Background: an optimization exercise with open tools, aiming at small area, a short achievable clock period and few clock cycles per item. Do not read the settings as production practice. The RTL was checked by simulation tests, not by an equivalence proof against the original design. Power is estimated from default activity; no workload was simulated.

## job 2968
// fc_layer_top
module fc_layer_top #(
   parameter int n_inputs = fc_layer_pkg::N_INPUTS,
   parameter int n_lanes  = fc_layer_pkg::N_LANES,
   parameter int data_w   = fc_layer_pkg::DATA_W,
   parameter bit relu_en  = 1'b1
) (
   input  logic                clk,
   input  logic                reset,
   input  logic                input_valid,
   output logic                input_ready,
   input  fc_layer_pkg::data_t input_data,
   output logic                output_valid,
   input  logic                output_ready,
   output fc_layer_pkg::data_t output_data
);
export LEC_CHECK = 0
export ABC_CLOCK_PERIOD_IN_PS = 8000
export CAP_MARGIN = 20
export CORE_MARGIN = 2
export CORE_UTILIZATION = 55
export PLACE_DENSITY = 0.7
export SLEW_MARGIN = 20
create_clock -name core_clock -period 12.0 [get_ports {clk}]
standard.sh (not shown) runs the stock make flow with config.mk's settings and CLKGATE_MAP_FILE= SYNTH_SCRIPT=/design/flow/synth_recipe.tcl, a recipe that flattens the netlist after the stock synthesis.
==> flow/flow/run.sh <==
#!/bin/bash
set -euo pipefail
export SETUP_SLACK_MARGIN=8
bash standard.sh > standard_flow.log 2>&1
Job 2968 finished every step from synthesis to the final layout, and the layout passed the timing, design-rule and antenna checks.
Testbench counts of job 2968, summed over its fixed seeds: cycles 3,160, items 192.
The inputs of job 8472 differ from those of job 2968 as listed below.
- ABC_CLOCK_PERIOD_IN_PS: 8000 -> 4000
- PLACE_DENSITY: 0.7 -> 0.6
- CORE_UTILIZATION: 55 -> 40
-- flow/flow/run.sh --
<<< job 2968, line 3
export SETUP_SLACK_MARGIN=8
>>> job 8472, line 3
export SETUP_SLACK_MARGIN=8.6
==> run summary <==
Compared job 8472 vs job 2968, and detailed-route vias per instance is down in job 8472. Going from job 2968 to job 8472, relative area of non-clock buffer cells in the final design up 5.6 points; die area up about 37%. Compared with job 2968, in job 8472 total met2 wirelength after detailed routing rose 19%; count of multi-input gates held steady. Between job 2968 and job 8472, the flow reports final design area excluding fillers increasing by more than 10%. Compared to job 2968, job 8472 has vias after detailed routing 2633 higher. Job 8472 reports its worst setup path endpoint as bvv[80]$_SDFFCE_PP0P_ while job 2968 reports output_data[0]. Compared with job 2968, job 8472 shows a lower register fraction of the total cell area. Across both runs, TritonCTS buffer count was higher for job 8472 than for job 2968. Job 8472 was carried through to the last stage, and its layout satisfied the timing, design-rule and antenna checks. Going from job 2968 to job 8472, number of cells on the worst hold path did not really move; power after layout went up about 16%.

run 1:
fc_layer_top again, from the RTL that the note above started with.
clock: 12.0 ns
lec_check: 0
abc_area: 1
cap_margin: 20
core_margin: 2
core_utilization: 55
cts_cluster_diameter: 100
cts_cluster_size: 30
place_density: 0.7
slew_margin: 20
==> flow/flow/run.sh <==
#!/bin/bash
set -euo pipefail
export SETUP_SLACK_MARGIN=8.3
bash standard.sh > standard_flow.log 2>&1
Testbench counts of run 1, summed over its fixed seeds: cycles 3,160, items 192.
What run 2 does differently from run 1 at the input level:
Settings: CTS_CLUSTER_SIZE: 30 -> unset; CTS_CLUSTER_DIAMETER: 100 -> unset.
==> flow/flow/run.sh <==
#!/bin/bash
set -euo pipefail
export SETUP_SLACK_MARGIN=8.6
bash standard.sh > standard_flow.log 2>&1
Findings:
In the tables for run 1 and run 2, number of H-tree branching levels reads higher with run 2. Changes observed in run 2 relative to run 1: fraction of final layout cells with drive strength greater than 1 moved up, global routing met2 resource utilization grew by 1.6 points, logic gate share of total power saw a decrease, post-CTS setup-driven buffer insertion count went up by about 140%.
Edits applied to the flow inputs when going from run 2 to run 3:
Settings: ABC_AREA no longer set, was 1; ABC_CLOCK_PERIOD_IN_PS now 4000, previously not set.
==> flow/flow/run.sh <==
#!/bin/bash
set -euo pipefail
export SETUP_SLACK_MARGIN=8
bash standard.sh > standard_flow.log 2>&1
==> run summary <==
Re count of clock-net buffers in the final layout: run 2 was higher than run 3. Internal power component is lower on run 3. Final critical delay including setup and external delays in run 3 vs run 2: up 0.25 ns. Looking at total combinational power, run 3 sits about 50% below run 2. Diff run 2 -> run 3 | critical path data arrival time | increase of 0.26 ns. Run 3 — non-clock buffer count 43% lower, run 2 as reference. In summary, run 3 completed successfully, with a layout that passed the timing, design-rule and antenna checks. Measured against each other, run 3 and run 2 differ in clock skew, the higher figure coming from run 2. Post-route fraction of the period consumed by the critical path: run 3 > run 2. Compared with run 2, number of vias after detailed routing in run 3 decreased by a few percent. Number of antenna violations at the first check in global routing: lower on run 2.

== v6 ==
Starting RTL as in the previous note.
export LEC_CHECK = 0
export ABC_CLOCK_PERIOD_IN_PS = 4000
export CAP_MARGIN = 20
export CORE_MARGIN = 2
export CORE_UTILIZATION = 40
export PLACE_DENSITY = 0.6
export SLEW_MARGIN = 20
create_clock -name core_clock -period 12.0 [get_ports {clk}]
==> flow/flow/run.sh <==
#!/bin/bash
set -euo pipefail
export SETUP_SLACK_MARGIN=8
bash standard.sh > standard_flow.log 2>&1
v6 finished all stages; the layout is clean.
Testbench counts of v6, summed over its fixed seeds: cycles 3,160, items 192.
Relative to v6, the following input files were edited for v36:
- ABC_AREA newly set to 1
- PLACE_DENSITY changed from 0.6 to 0.7
- CORE_UTILIZATION changed from 40 to 55
- ABC_CLOCK_PERIOD_IN_PS removed (was 4000)
### Flow results
Looking at fraction of power consumed by the clock network, v36 sits below v6.
| iteration-0 DRC count of the detailed router | higher: v36 |
In v36, the area after synthesis came out 2800 um^2 below the value in v6.
v6 → v36: worst max-slew margin expressed relative to the limit now sits lower; H-tree level count now sits at about the same level; relative area of non-clock buffer cells in the final design now sits lower; share of the final layout cell area in multi-input gates now sits lower.
Fmax: v36 lower than v6
v36 vs v6, summed area of non-filler cells in the final layout went down by about 8%.
The following lists how v56 was set up differently from v36:
- putting CTS_BUF_LIST at sky130_fd_sc_hd__clkbuf_8 where nothing was set
- clearing ABC_AREA, which used to be 1
Findings:
Of v36 and v56, the lower fraction of standard cell area in multi-input logic belongs to v36.
The lower count of mapped cells out of synthesis came out of v56.
Of v36 and v56, the lower wire length belongs to v36.
Looking at net count after synthesis across v36 and v56, the one that comes out higher is v36.
v56 was carried through to the last stage, and its layout satisfied the timing, design-rule and antenna checks.
Compared v56 vs v36, and part of the power in combinational logic is down in v56.
Total power of v56 is lower than that of v36.
v56 and v36 ended up with roughly the same final instance count without filler cells.
Design area in v56 is 6.3% above v36.

separate check: timing with driven ports:
The flow's constraints put no driver on any port. The routed layouts listed below were extracted and timed again, unchanged, in two steps.
Step 1 (the two cells are an assumption about what drives the block):
set clk [get_ports {clk}]
set_driving_cell -lib_cell sky130_fd_sc_hd__clkbuf_16 $clk
set_driving_cell -lib_cell sky130_fd_sc_hd__buf_2 [delete_from_list [all_inputs] $clk]
Step 2 moves the port delays by t, midway between the first and last clock arrival at a register: inputs arrive t later, outputs are due t later. That takes back most of the time a late clock gives input paths.
a / b / c = no drivers / after step 1 / after step 2; a / b = the first two.
run | t, ns | setup WS [ns] | hold slack, ns | worst register clock-pin slew, ns | cell pins on the clock port's net
job 2968 | 0.727 | 8.065 / 7.997 / 7.412 | 0.485 / 0.485 / 0.485 | 0.07 / 0.07 | 1
job 8472 | 0.752 | 8.160 / 8.160 / 7.998 | 0.469 / 0.469 / 0.469 | 0.07 / 0.07 | 1
run 1 | 0.684 | 8.317 / 8.243 / 7.800 | 0.473 / 0.473 / 0.473 | 0.12 / 0.12 | 1
run 2 | 0.724 | 8.318 / 8.245 / 7.882 | 0.468 / 0.468 / 0.468 | 0.07 / 0.07 | 1
run 3 | 0.727 | 8.065 / 7.997 / 7.412 | 0.485 / 0.485 / 0.485 | 0.07 / 0.07 | 1
v6 | 0.750 | 8.099 / 8.097 / 7.705 | 0.485 / 0.485 / 0.485 | 0.07 / 0.07 | 1
v36 | 0.716 | 8.056 / 8.000 / 7.390 | 0.455 / 0.455 / 0.455 | 0.07 / 0.07 | 1
v56 | 0.861 | 8.081 / 8.017 / 7.449 | 0.477 / 0.477 / 0.477 | 0.08 / 0.08 | 1
After both steps setup and hold are still met in every run listed. For v36, which loses most, drivers alone change the setup slack by -0.056 ns; drivers and shift together by -0.666 ns.
